What follows belongs to an exercise in optimizing a design on an open flow for small area; a production flow would make more cautious choices.
Only simulation tests tie the RTL to the original design; equivalence was not proved.
Power figures rest on the tool's default switching activity, not on a simulated workload. The flow treats the clock pin as an ideal source, which a real chip does not have.

==> run a: inputs <==
## i2c_slave_regfile
module i2c_slave_regfile #(
  parameter logic [6:0]  DEV_ADDR = 7'h5D,
  parameter int unsigned FILT_LEN = 4,
  parameter logic [7:0]  RST_VAL  = 8'h00
) (
  input  logic       iCLK,
  input  logic       iRST,
  input  logic       iSCL,
  input  logic       iSDA,
  output logic       oSDA_OE,
  input  logic [7:0] iHOST_ADDR,
  output logic [7:0] oHOST_DATA,
  output logic       oWR_STB,
  output logic [7:0] oWR_ADDR,
  output logic [7:0] oWR_DATA,
  output logic       oBUSY
);
==> flow/config.mk <==
export PLATFORM = sky130hd
export DESIGN_NAME = i2c_slave_regfile
export DESIGN_NICKNAME = i2c_slave_regfile
export VERILOG_FILES = /design/flow/design.v
export SDC_FILE = /design/flow/constraint.sdc
export NUM_CORES = 4
export LEC_CHECK = 0
export CAP_MARGIN = 20
export CORE_MARGIN = 2
export CORE_UTILIZATION = 40
export SLEW_MARGIN = 20
==> flow/constraint.sdc <==
create_clock -name core_clock -period 10.0 [get_ports {iCLK}]
set_input_delay 2.0000 -clock core_clock [delete_from_list [all_inputs] [get_ports {iCLK}]]
set_output_delay 2.0000 -clock core_clock [all_outputs]
set_load 0.01 [all_outputs]
run.sh (not shown) runs the stock make flow with config.mk's settings and CLKGATE_MAP_FILE= SYNTH_SCRIPT=/design/flow/synth_recipe.tcl, a recipe that flattens the netlist after the stock synthesis.
==> run b (differences from run a) <==
--- a/flow/design.v
+++ b/flow/design.v
@@ -16,18 +16,14 @@
   output logic       oBUSY
 );
   typedef enum logic [3:0] {
     S_IDLE, S_ADDR, S_ADDR_ACK, S_IGNORE,
     S_SUB, S_SUB_ACK, S_WDATA, S_WDATA_ACK,
     S_RDATA, S_RDATA_ACK
   } state_e;
-  localparam int NHEAD = 4;
-  localparam int SPAN  = 256 / NHEAD;        
-  localparam int SB    = 6;                  
-  localparam int HB    = 8 - SB;             
   logic [1:0] scl_sync_q, scl_sync_d;
   logic [1:0] sda_sync_q, sda_sync_d;
   logic [3:0] scl_cnt_q, scl_cnt_d;
   logic [3:0] sda_cnt_q, sda_cnt_d;
   logic       scl_f_q, scl_f_d, sda_f_q, sda_f_d;
   logic       scl_p_q, scl_p_d, sda_p_q, sda_p_d;
   state_e     state_q, state_d;
@@ -36,21 +32,17 @@
   logic [7:0] shift_q, shift_d;
   logic [7:0] ptr_q, ptr_d;
   logic       oe_q, oe_d;
   logic       stb_q, stb_d;
   logic       busy_q, busy_d;
   logic [7:0] wa_q, wa_d, wd_q, wd_d;
   logic [7:0] hd_q, hd_d;
+  logic [7:0] mem_q [256];
   logic       mem_we;
   logic       rw_q, rw_d;
-  logic [2047:0] ring_q, ring_d;
-  logic [7:0]    rot_q;
-  logic [SB:0]   clr_q;                      
-  logic          pend_q;
-  logic [7:0]    pf_q, pf_d;
   logic       scl_rise, scl_fall, start_c, stop_c;
   logic       rx, done, addr_ok;
   logic [7:0] nxt_ptr;
   localparam logic [3:0] FILT_MAX = FILT_LEN - 1;
   function automatic logic [4:0] filt_step(
     input logic       s,
     input logic       f,
@@ -67,37 +59,14 @@
   assign scl_fall = ~scl_f_q & scl_p_q;
   assign start_c  = scl_f_q & scl_p_q & sda_p_q & ~sda_f_q;
   assign stop_c   = scl_f_q & scl_p_q & ~sda_p_q & sda_f_q;
   assign rx       = (state_q == S_ADDR) || (state_q == S_SUB) || (state_q == S_WDATA);
   assign done     = scl_fall & byte_rdy_q;
   assign nxt_ptr  = ptr_q + 8'd1;
   assign addr_ok  = (shift_q[7:1] == DEV_ADDR);
-  logic          clearing;
-  logic [7:0]    cslot;                      
-  logic [7:0]    hslot;                      
-  logic [7:0]    fslot;                      
-  logic [7:0]    faddr;
-  logic [7:0]    ring_rd;
-  logic [7:0]    tap;
-  assign clearing = iRST | ~clr_q[SB];
-  assign cslot    = wa_q + rot_q + 8'd1;
-  assign hslot    = iHOST_ADDR + rot_q;
-  assign faddr    = (state_q == S_RDATA || state_q == S_RDATA_ACK) ? nxt_ptr : ptr_q;
-  assign fslot    = faddr + rot_q;
-  always_comb begin
-    ring_d = {ring_q[2039:0], ring_q[2047:2040]};
-    for (int h = 0; h < NHEAD; h++) begin
-      if (clearing)
-        ring_d[h*SPAN*8 +: 8] = RST_VAL;
-      else if (pend_q && cslot[SB-1:0] == '0 && cslot[7:SB] == HB'(h))
-        ring_d[h*SPAN*8 +: 8] = wd_q;
-    end
-  end
-  assign ring_rd = ring_q[hslot*8 +: 8];
-  assign tap     = ring_q[{fslot[7:SB], {SB{1'b0}}}*8 +: 8];
   always_comb begin
     scl_sync_d = {scl_sync_q[0], iSCL};
     sda_sync_d = {sda_sync_q[0], iSDA};
     {scl_f_d, scl_cnt_d} = filt_step(scl_sync_q[1], scl_f_q, scl_cnt_q);
     {sda_f_d, sda_cnt_d} = filt_step(sda_sync_q[1], sda_f_q, sda_cnt_q);
     scl_p_d    = scl_f_q;
     sda_p_d    = sda_f_q;
@@ -107,25 +76,16 @@
     shift_d    = shift_q;
     ptr_d      = ptr_q;
     oe_d       = oe_q;
     stb_d      = 1'b0;
     busy_d     = busy_q;
     wa_d       = wa_q;
     wd_d       = wd_q;
+    hd_d       = mem_q[iHOST_ADDR];
     mem_we     = 1'b0;
-    if (pend_q && iHOST_ADDR == wa_q)
-      hd_d = wd_q;
-    else if ({1'b0, hslot[SB-1:0]} < clr_q)
-      hd_d = ring_rd;
-    else
-      hd_d = RST_VAL;
-    if (fslot[SB-1:0] == '0)
-      pf_d = (pend_q && faddr == wa_q) ? wd_q : tap;
-    else
-      pf_d = pf_q;
     rw_d       = rw_q;
     if (stop_c) begin
       state_d = S_IDLE;
       oe_d    = 1'b0;
       busy_d  = 1'b0;
     end else if (start_c) begin
       state_d    = S_ADDR;
@@ -151,16 +111,16 @@
           end
         end
         S_ADDR_ACK: if (scl_fall) begin
           oe_d    = 1'b0;
           state_d = S_SUB;
           if (rw_q) begin
             state_d = S_RDATA;
-            shift_d = pf_q;
-            oe_d    = ~pf_q[7];
+            shift_d = mem_q[ptr_q];
+            oe_d    = ~mem_q[ptr_q][7];
           end
         end
         S_SUB: if (done) begin
           byte_rdy_d = 1'b0;
           ptr_d      = shift_q;
           oe_d       = 1'b1;
           state_d    = S_SUB_ACK;
@@ -195,26 +155,23 @@
         end
         S_RDATA_ACK: if (scl_rise) begin
           if (sda_f_q) state_d = S_IGNORE;
           else         byte_rdy_d = 1'b1;
         end else if (done) begin
           byte_rdy_d = 1'b0;
           ptr_d      = nxt_ptr;
-          shift_d    = pf_q;
-          oe_d       = ~pf_q[7];
+          shift_d    = mem_q[nxt_ptr];
+          oe_d       = ~mem_q[nxt_ptr][7];
           state_d    = S_RDATA;
         end
         default: ;
       endcase
     end
   end
   always_ff @(posedge iCLK) begin
-    ring_q <= ring_d;
-    rot_q  <= rot_q + 8'd1;
-    pf_q   <= pf_d;
     if (iRST) begin
       scl_sync_q <= 2'b11;
       sda_sync_q <= 2'b11;
       scl_cnt_q  <= 4'd0;
       sda_cnt_q  <= 4'd0;
       scl_f_q    <= 1'b1;
       sda_f_q    <= 1'b1;
@@ -228,16 +185,15 @@
       oe_q       <= 1'b0;
       stb_q      <= 1'b0;
       busy_q     <= 1'b0;
       wa_q       <= 8'd0;
       wd_q       <= 8'd0;
       hd_q       <= 8'd0;
       rw_q       <= 1'b0;
-      clr_q      <= (SB+1)'(1);
-      pend_q     <= 1'b0;
+      for (int i = 0; i < 256; i++) mem_q[i] <= RST_VAL;
     end else begin
       scl_sync_q <= scl_sync_d;
       sda_sync_q <= sda_sync_d;
       scl_cnt_q  <= scl_cnt_d;
       sda_cnt_q  <= sda_cnt_d;
       scl_f_q    <= scl_f_d;
       sda_f_q    <= sda_f_d;
@@ -251,19 +207,15 @@
       oe_q       <= oe_d;
       stb_q      <= stb_d;
       busy_q     <= busy_d;
       wa_q       <= wa_d;
       wd_q       <= wd_d;
       hd_q       <= hd_d;
       rw_q       <= rw_d;
-      if (!clr_q[SB]) clr_q <= clr_q + 1'b1;
-      if (mem_we)
-        pend_q <= 1'b1;
-      else if (pend_q && cslot[SB-1:0] == '0)
-        pend_q <= 1'b0;
+      if (mem_we) mem_q[ptr_q] <= shift_q;
     end
   end
   assign oSDA_OE    = oe_q;
   assign oHOST_DATA = hd_q;
   assign oWR_STB    = stb_q;
   assign oWR_ADDR   = wa_q;
   assign oWR_DATA   = wd_q;
==> notes.md <==
Clock Power: run a 0.00779 W; run b 0.00895 W
Fill cell count: run a 13,500; run b 28,600
Worst EP required: run a 10.74 ns; run b 10.90 ns
Flip-flop and latch count: run a 2,140; run b 2,124
Iteration count of the initial detailed-routing pass: run a 5; run b 8
Slew @ Worst Pin: run a 1.10 ns; run b 1.36 ns
Power dissipated by switching net loads: run a 0.00342 W; run b 0.00499 W
Total area of multi-input combinational cells: run a 0.0196 mm^2; run b 0.0641 mm^2
Worst Setup Slack post-DPL: run a 2.90 ns; run b 3.20 ns
Part of the total power dissipated in combinational logic: run a 2.4%; run b 7.6%
Effective utilization at floorplan: run a 40.2%; run b 40.1%
Outcome: run a timing/DRC/antenna clean; run b timing/DRC/antenna clean
Global routing usage on met1: run a 22.3%; run b 39.3%
Routed length per instance: run a 19.8 um; run b 40.6 um
Total core area: run a 0.158 mm^2; run b 0.327 mm^2
Portion of total power attributed to sequential cells: run a 51.0%; run b 49.4%
End-of-flow core utilization: run a 46.2%; run b 43.7%
Met1 Routed Length: run a 59,400 um; run b 179,000 um
Switching Share: run a 20.5%; run b 24.0%
Power drawn by the combinational cells: run a 0.000398 W; run b 0.00158 W
Sequential cell area share: run a 58.8%; run b 44.1%
Top class by area: run a registers; run b multi-input gates
Cell count of the worst reg-to-reg path: run a 17; run b 11
Total inserted antenna cells: run a 1; run b 23
Detailed-route vias per instance: run a 5.05; run b 6.99
Leakage power figure: run a 27.2 nW; run b 48.7 nW
Number of global-route vias before repair: run a 32,400; run b 84,600


==> try-yarrow <==
Another version of the RTL of i2c_slave_regfile (not shown whole).
export LEC_CHECK = 0
export CAP_MARGIN = 20
export CORE_MARGIN = 2
export CORE_UTILIZATION = 40
export SLEW_MARGIN = 20
export SYNTH_HIERARCHICAL = 1
export SYNTH_MINIMUM_KEEP_SIZE = 0
create_clock -name core_clock -period 10.0 [get_ports {iCLK}]
==> try-nickel (differences from try-yarrow) <==
--- a/flow/design.v
+++ b/flow/design.v
@@ -34,22 +34,21 @@
   state_e     state_q, state_d;
   logic [2:0] bit_cnt_q, bit_cnt_d;
   logic       byte_rdy_q, byte_rdy_d;
   logic [7:0] shift_q, shift_d;
   logic [7:0] ptr_q, ptr_d;
   logic       oe_q, oe_d;
   logic       stb_q, stb_d;
-  logic       busy_q, busy_d;
   logic [7:0] wa_q, wa_d, wd_q, wd_d;
   logic [7:0] hd_q, hd_d;
   logic       mem_we;
   logic       rw_q, rw_d;
   logic [2047:0] ring_q, ring_d;
   logic [7:0]    rot_q;
-  logic [SB:0]   clr_q;                      
+  logic          cdone_q;                    
   logic          pend_q;
   logic [7:0]    pf_q, pf_d;
   logic       scl_rise, scl_fall, start_c, stop_c;
   logic       rx, done, addr_ok;
   logic [7:0] nxt_ptr;
   localparam logic [CW-1:0] FILT_MAX = CW'(FILT_LEN - 1);
   function automatic logic [CW:0] filt_step(
@@ -75,30 +74,29 @@
   logic            clearing;
   logic            cmatch, fmatch;         
   logic [HB-1:0]   chead, fhead;           
   logic [7:0]      hslot;                  
   logic [7:0]      faddr;
   logic [7:0]      ring_rd;
   logic [NHEAD-1:0][7:0] head_in;
+  logic [NHEAD-1:0] commit;
   logic [255:0]    hsel;
-  assign clearing = iRST | ~clr_q[SB];
+  assign clearing = iRST | ~cdone_q;
   assign cmatch   = (rot_q[SB-1:0] == ~wa_q[SB-1:0]);
   assign chead    = wa_q[7:SB] + rot_q[7:SB] + HB'(1);
   assign faddr    = (state_q == S_RDATA || state_q == S_RDATA_ACK) ? nxt_ptr : ptr_q;
   assign fmatch   = (rot_q[SB-1:0] == ~faddr[SB-1:0]);
   assign fhead    = faddr[7:SB] + rot_q[7:SB] + HB'(1);
   assign hslot    = iHOST_ADDR + rot_q;
   always_comb begin
     for (int h = 0; h < NHEAD; h++) begin
-      if (clearing)
-        head_in[h] = RST_VAL;
-      else if (pend_q && cmatch && chead == HB'(h))
-        head_in[h] = wd_q;
-      else
-        head_in[h] = ring_q[((h*SPAN + 255) % 256)*8 +: 8];
+      commit[h]  = pend_q & cmatch & (chead == HB'(h)) & ~clearing;
+      head_in[h] = (ring_q[((h*SPAN + 255) % 256)*8 +: 8] & {8{~commit[h] & ~clearing}})
+                 | (wd_q & {8{commit[h]}})
+                 | (RST_VAL & {8{clearing}});
     end
     ring_d = {ring_q[2039:0], ring_q[2047:2040]};
     for (int h = 0; h < NHEAD; h++)
       ring_d[h*SPAN*8 +: 8] = head_in[h];
   end
   i2cs_rf_dec   u_hdec (.a(hslot), .sel(hsel));
   i2cs_rf_rdmux u_hmux (.d(ring_q), .sel(hsel), .q(ring_rd));
@@ -112,34 +110,31 @@
     state_d    = state_q;
     bit_cnt_d  = bit_cnt_q;
     byte_rdy_d = byte_rdy_q;
     shift_d    = shift_q;
     ptr_d      = ptr_q;
     oe_d       = oe_q;
     stb_d      = 1'b0;
-    busy_d     = busy_q;
     wa_d       = wa_q;
     wd_d       = wd_q;
     mem_we     = 1'b0;
     if (pend_q && iHOST_ADDR == wa_q)
       hd_d = wd_q;
-    else if ({1'b0, hslot[SB-1:0]} < clr_q)
+    else if (cdone_q)
       hd_d = ring_rd;
-    else
+    else   
       hd_d = RST_VAL;
     pf_d = fmatch ? head_in[fhead] : pf_q;
     rw_d       = rw_q;
     if (stop_c) begin
       state_d = S_IDLE;
       oe_d    = 1'b0;
-      busy_d  = 1'b0;
     end else if (start_c) begin
       state_d    = S_ADDR;
       oe_d       = 1'b0;
-      busy_d     = 1'b1;
       bit_cnt_d  = 3'd0;
       byte_rdy_d = 1'b0;
     end else begin
       if (scl_rise && (rx || state_q == S_RDATA)) begin
         bit_cnt_d = bit_cnt_q + 3'd1;
         if (bit_cnt_q == 3'd7) byte_rdy_d = 1'b1;
         if (rx) shift_d = {shift_q[6:0], sda_f_q};
@@ -210,15 +205,15 @@
         end
         default: ;
       endcase
     end
   end
   always_ff @(posedge iCLK) begin
     ring_q <= ring_d;
-    rot_q  <= rot_q + 8'd1;
+    rot_q  <= iRST ? 8'd0 : rot_q + 8'd1;
     pf_q   <= pf_d;
     if (iRST) begin
       scl_sync_q <= 2'b11;
       sda_sync_q <= 2'b11;
       scl_cnt_q  <= '0;
       sda_cnt_q  <= '0;
       scl_f_q    <= 1'b1;
@@ -228,20 +223,19 @@
       state_q    <= S_IDLE;
       bit_cnt_q  <= 3'd0;
       byte_rdy_q <= 1'b0;
       shift_q    <= 8'd0;
       ptr_q      <= 8'd0;
       oe_q       <= 1'b0;
       stb_q      <= 1'b0;
-      busy_q     <= 1'b0;
       wa_q       <= 8'd0;
       wd_q       <= 8'd0;
       hd_q       <= 8'd0;
       rw_q       <= 1'b0;
-      clr_q      <= (SB+1)'(1);
+      cdone_q    <= 1'b0;
       pend_q     <= 1'b0;
     end else begin
       scl_sync_q <= scl_sync_d;
       sda_sync_q <= sda_sync_d;
       scl_cnt_q  <= scl_cnt_d;
       sda_cnt_q  <= sda_cnt_d;
       scl_f_q    <= scl_f_d;
@@ -251,32 +245,31 @@
       state_q    <= state_d;
       bit_cnt_q  <= bit_cnt_d;
       byte_rdy_q <= byte_rdy_d;
       shift_q    <= shift_d;
       ptr_q      <= ptr_d;
       oe_q       <= oe_d;
       stb_q      <= stb_d;
-      busy_q     <= busy_d;
       wa_q       <= wa_d;
       wd_q       <= wd_d;
       hd_q       <= hd_d;
       rw_q       <= rw_d;
-      if (!clr_q[SB]) clr_q <= clr_q + 1'b1;
+      if (rot_q[SB-1:0] == SB'(SPAN - 2)) cdone_q <= 1'b1;
       if (mem_we)
         pend_q <= 1'b1;
       else if (cmatch)
         pend_q <= 1'b0;
     end
   end
   assign oSDA_OE    = oe_q;
   assign oHOST_DATA = hd_q;
   assign oWR_STB    = stb_q;
   assign oWR_ADDR   = wa_q;
   assign oWR_DATA   = wd_q;
-  assign oBUSY      = busy_q;
+  assign oBUSY      = (state_q != S_IDLE);
 endmodule
 module i2cs_rf_dec (
   input  logic [7:0]   a,
   output logic [255:0] sel
 );
   always_comb
     for (int w = 0; w < 256; w++) sel[w] = (a == 8'(w));
==> flow/flow/run.sh (new file) <==
#!/bin/bash
# Layout flow: the standard ORFS flow (standard.sh, unchanged synthesis,
# floorplan, power grid, placement, routing), with two layout choices changed:
#  - clock tree: sinks clustered 30 per leaf buffer within 100 um, and no
#    dummy balancing loads;
#  - port buffers: the smallest buffer (buf_1) instead of clkdlybuf4s50_1.
# All tool output goes to flow_make.log here and ORFS's own logs under orfs/logs.
set -euo pipefail
export CTS_ARGS="-sink_clustering_enable -repair_clock_nets -sink_clustering_size 30 -sink_clustering_max_diameter 100 -dont_use_dummy_load"
export BUFFER_PORTS_ARGS="-buffer_cell sky130_fd_sc_hd__buf_1"
bash standard.sh > flow_make.log 2>&1
==> flow/standard.sh (new file) <==
#!/bin/bash
# synth_recipe.tcl (not shown) runs the flow's synth.tcl, then flattens the netlist and writes it again
# the make line also repeats each setting of config.mk as NAME=value (left out here)
make -C /OpenROAD-flow-scripts/flow DESIGN_CONFIG=/design/flow/config.mk WORK_HOME=/design/flow/orfs CLKGATE_MAP_FILE= SYNTH_SCRIPT=/design/flow/synth_recipe.tcl "${@:-finish}"
removed: flow/run.sh
==> try-cedar (differences from try-yarrow) <==
--- a/flow/design.v
+++ b/flow/design.v
@@ -34,22 +34,21 @@
   state_e     state_q, state_d;
   logic [2:0] bit_cnt_q, bit_cnt_d;
   logic       byte_rdy_q, byte_rdy_d;
   logic [7:0] shift_q, shift_d;
   logic [7:0] ptr_q, ptr_d;
   logic       oe_q, oe_d;
   logic       stb_q, stb_d;
-  logic       busy_q, busy_d;
   logic [7:0] wa_q, wa_d, wd_q, wd_d;
   logic [7:0] hd_q, hd_d;
   logic       mem_we;
   logic       rw_q, rw_d;
   logic [2047:0] ring_q, ring_d;
   logic [7:0]    rot_q;
-  logic [SB:0]   clr_q;                      
+  logic          cdone_q;                    
   logic          pend_q;
   logic [7:0]    pf_q, pf_d;
   logic       scl_rise, scl_fall, start_c, stop_c;
   logic       rx, done, addr_ok;
   logic [7:0] nxt_ptr;
   localparam logic [CW-1:0] FILT_MAX = CW'(FILT_LEN - 1);
   function automatic logic [CW:0] filt_step(
@@ -75,30 +74,29 @@
   logic            clearing;
   logic            cmatch, fmatch;         
   logic [HB-1:0]   chead, fhead;           
   logic [7:0]      hslot;                  
   logic [7:0]      faddr;
   logic [7:0]      ring_rd;
   logic [NHEAD-1:0][7:0] head_in;
+  logic [NHEAD-1:0] commit;
   logic [255:0]    hsel;
-  assign clearing = iRST | ~clr_q[SB];
+  assign clearing = iRST | ~cdone_q;
   assign cmatch   = (rot_q[SB-1:0] == ~wa_q[SB-1:0]);
   assign chead    = wa_q[7:SB] + rot_q[7:SB] + HB'(1);
   assign faddr    = (state_q == S_RDATA || state_q == S_RDATA_ACK) ? nxt_ptr : ptr_q;
   assign fmatch   = (rot_q[SB-1:0] == ~faddr[SB-1:0]);
   assign fhead    = faddr[7:SB] + rot_q[7:SB] + HB'(1);
   assign hslot    = iHOST_ADDR + rot_q;
   always_comb begin
     for (int h = 0; h < NHEAD; h++) begin
-      if (clearing)
-        head_in[h] = RST_VAL;
-      else if (pend_q && cmatch && chead == HB'(h))
-        head_in[h] = wd_q;
-      else
-        head_in[h] = ring_q[((h*SPAN + 255) % 256)*8 +: 8];
+      commit[h]  = pend_q & cmatch & (chead == HB'(h)) & ~clearing;
+      head_in[h] = (ring_q[((h*SPAN + 255) % 256)*8 +: 8] & {8{~commit[h] & ~clearing}})
+                 | (wd_q & {8{commit[h]}})
+                 | (RST_VAL & {8{clearing}});
     end
     ring_d = {ring_q[2039:0], ring_q[2047:2040]};
     for (int h = 0; h < NHEAD; h++)
       ring_d[h*SPAN*8 +: 8] = head_in[h];
   end
   i2cs_rf_dec   u_hdec (.a(hslot), .sel(hsel));
   i2cs_rf_rdmux u_hmux (.d(ring_q), .sel(hsel), .q(ring_rd));
@@ -112,34 +110,31 @@
     state_d    = state_q;
     bit_cnt_d  = bit_cnt_q;
     byte_rdy_d = byte_rdy_q;
     shift_d    = shift_q;
     ptr_d      = ptr_q;
     oe_d       = oe_q;
     stb_d      = 1'b0;
-    busy_d     = busy_q;
     wa_d       = wa_q;
     wd_d       = wd_q;
     mem_we     = 1'b0;
     if (pend_q && iHOST_ADDR == wa_q)
       hd_d = wd_q;
-    else if ({1'b0, hslot[SB-1:0]} < clr_q)
+    else if (cdone_q)
       hd_d = ring_rd;
-    else
+    else   
       hd_d = RST_VAL;
     pf_d = fmatch ? head_in[fhead] : pf_q;
     rw_d       = rw_q;
     if (stop_c) begin
       state_d = S_IDLE;
       oe_d    = 1'b0;
-      busy_d  = 1'b0;
     end else if (start_c) begin
       state_d    = S_ADDR;
       oe_d       = 1'b0;
-      busy_d     = 1'b1;
       bit_cnt_d  = 3'd0;
       byte_rdy_d = 1'b0;
     end else begin
       if (scl_rise && (rx || state_q == S_RDATA)) begin
         bit_cnt_d = bit_cnt_q + 3'd1;
         if (bit_cnt_q == 3'd7) byte_rdy_d = 1'b1;
         if (rx) shift_d = {shift_q[6:0], sda_f_q};
@@ -210,15 +205,15 @@
         end
         default: ;
       endcase
     end
   end
   always_ff @(posedge iCLK) begin
     ring_q <= ring_d;
-    rot_q  <= rot_q + 8'd1;
+    rot_q  <= iRST ? 8'd0 : rot_q + 8'd1;
     pf_q   <= pf_d;
     if (iRST) begin
       scl_sync_q <= 2'b11;
       sda_sync_q <= 2'b11;
       scl_cnt_q  <= '0;
       sda_cnt_q  <= '0;
       scl_f_q    <= 1'b1;
@@ -228,20 +223,19 @@
       state_q    <= S_IDLE;
       bit_cnt_q  <= 3'd0;
       byte_rdy_q <= 1'b0;
       shift_q    <= 8'd0;
       ptr_q      <= 8'd0;
       oe_q       <= 1'b0;
       stb_q      <= 1'b0;
-      busy_q     <= 1'b0;
       wa_q       <= 8'd0;
       wd_q       <= 8'd0;
       hd_q       <= 8'd0;
       rw_q       <= 1'b0;
-      clr_q      <= (SB+1)'(1);
+      cdone_q    <= 1'b0;
       pend_q     <= 1'b0;
     end else begin
       scl_sync_q <= scl_sync_d;
       sda_sync_q <= sda_sync_d;
       scl_cnt_q  <= scl_cnt_d;
       sda_cnt_q  <= sda_cnt_d;
       scl_f_q    <= scl_f_d;
@@ -251,32 +245,31 @@
       state_q    <= state_d;
       bit_cnt_q  <= bit_cnt_d;
       byte_rdy_q <= byte_rdy_d;
       shift_q    <= shift_d;
       ptr_q      <= ptr_d;
       oe_q       <= oe_d;
       stb_q      <= stb_d;
-      busy_q     <= busy_d;
       wa_q       <= wa_d;
       wd_q       <= wd_d;
       hd_q       <= hd_d;
       rw_q       <= rw_d;
-      if (!clr_q[SB]) clr_q <= clr_q + 1'b1;
+      if (rot_q[SB-1:0] == SB'(SPAN - 2)) cdone_q <= 1'b1;
       if (mem_we)
         pend_q <= 1'b1;
       else if (cmatch)
         pend_q <= 1'b0;
     end
   end
   assign oSDA_OE    = oe_q;
   assign oHOST_DATA = hd_q;
   assign oWR_STB    = stb_q;
   assign oWR_ADDR   = wa_q;
   assign oWR_DATA   = wd_q;
-  assign oBUSY      = busy_q;
+  assign oBUSY      = (state_q != S_IDLE);
 endmodule
 module i2cs_rf_dec (
   input  logic [7:0]   a,
   output logic [255:0] sel
 );
   always_comb
     for (int w = 0; w < 256; w++) sel[w] = (a == 8'(w));
--- a/flow/config.mk
+++ b/flow/config.mk
@@ -4,10 +4,12 @@
 export VERILOG_FILES = /design/flow/design.v
 export SDC_FILE = /design/flow/constraint.sdc
 export NUM_CORES = 4
 export LEC_CHECK = 0
 export CAP_MARGIN = 20
 export CORE_MARGIN = 2
 export CORE_UTILIZATION = 40
+export CTS_CLUSTER_DIAMETER = 100
+export CTS_CLUSTER_SIZE = 30
 export SLEW_MARGIN = 20
 export SYNTH_HIERARCHICAL = 1
 export SYNTH_MINIMUM_KEEP_SIZE = 0
==> notes.md <==
Result of the run: try-cedar timing/DRC/antenna clean; try-nickel timing/DRC/antenna clean; try-yarrow timing/DRC/antenna clean
Clock network fraction of total power: try-cedar 0.314; try-nickel 0.309; try-yarrow 0.468
Proportion of synthesized chip area in sequential cells: try-cedar 0.7620; try-nickel 0.7620; try-yarrow 0.7610
Area fraction in and, or, nand and nor cells after synthesis: try-cedar 0.06920; try-nickel 0.06920; try-yarrow 0.06779
Ratio of total power to cell area: try-cedar 208.3 nW/um^2; try-nickel 208.1 nW/um^2; try-yarrow 247.3 nW/um^2
Num CTS Buffers: try-cedar 81; try-nickel 82; try-yarrow 194
Met1 Routed Length: try-cedar 69270 um; try-nickel 70920 um; try-yarrow 71950 um
Non-clock buffering overhead: try-cedar 0.01099; try-nickel 0.007592; try-yarrow 0.01015
Fraction of the mapped netlist area in adder cells: try-cedar 0.003930; try-nickel 0.003930; try-yarrow 0.005023
Number of iterations in the first detailed-routing pass: try-cedar 13; try-nickel 15; try-yarrow 15
Multi-input gate share of total cell area: try-cedar 0.2119; try-nickel 0.2129; try-yarrow 0.1978
Routed length per placed instance: try-cedar 26.76 um; try-nickel 27.41 um; try-yarrow 26.87 um
Crit path to: try-cedar hd_q[6]$_SDFF_PP0_; try-nickel hd_q[3]$_SDFF_PP0_; try-yarrow hd_q[1]$_SDFF_PP0_
Post-route cell area: try-cedar 60810 um^2; try-nickel 60490 um^2; try-yarrow 65560 um^2
Static power due to leakage: try-cedar 21.45 nW; try-nickel 21.33 nW; try-yarrow 23.84 nW
Finished Layout Cells: try-cedar 5832; try-nickel 5827; try-yarrow 6116
Sw Share: try-cedar 0.2066; try-nickel 0.2050; try-yarrow 0.2026
Power spent charging and discharging nets: try-cedar 0.002617 W; try-nickel 0.002581 W; try-yarrow 0.003285 W
Crit path setup slack, layout: try-cedar 2.438 ns; try-nickel 2.553 ns; try-yarrow 1.939 ns
Multi-input gate area in the final layout: try-cedar 12890 um^2; try-nickel 12880 um^2; try-yarrow 12970 um^2
Die height: try-cedar 378.3 um; try-nickel 378.3 um; try-yarrow 379.2 um
Post-synthesis mux area share: try-cedar 0.01233; try-nickel 0.01233; try-yarrow 0.01291
M2 GR Usage: try-cedar 0.3279; try-nickel 0.3282; try-yarrow 0.3320
Reg-to-Reg Start: try-cedar rot_q[1]$_SDFF_PP0_; try-nickel rot_q[1]$_SDFF_PP0_; try-yarrow rot_q[0]$_DFF_P_
Proportion of cell area occupied by registers: try-cedar 0.7022; try-nickel 0.7060; try-yarrow 0.6535

-- afterwards: timing with drivers on the ports --
The results above use ideal ports. As a check the final layouts listed here were re-extracted and re-timed, cells and wires unchanged. Step 1: set_driving_cell puts a clkbuf_16 on iCLK and a buf_2 on each other input, an assumption about the parent block. Step 2 adds t to the input delays and takes it off the output delays; t is the mean of the earliest and latest rising clock arrival at the registers after step 1. Input paths then give back, and output paths get back, about the clock's delay inside the block. a / b / c = ideal / step 1 / step 2; a / b = the first two.
run	t, ns	setup slack, ns	worst setup path after step 2
run a	0.873	3.729 / 3.778 / 2.905	input to register
run b	1.038	4.026 / 4.026 / 3.200	input to register
try-yarrow	0.879	1.939 / 1.985 / 1.106	input to register
try-nickel	0.776	2.553 / 2.612 / 1.835	input to register
try-cedar	0.766	2.438 / 2.485 / 1.718	input to register
After both steps setup and hold are still met in every run listed. For try-yarrow, which loses most, drivers alone change the setup slack by +0.046 ns; drivers and shift together by -0.833 ns.
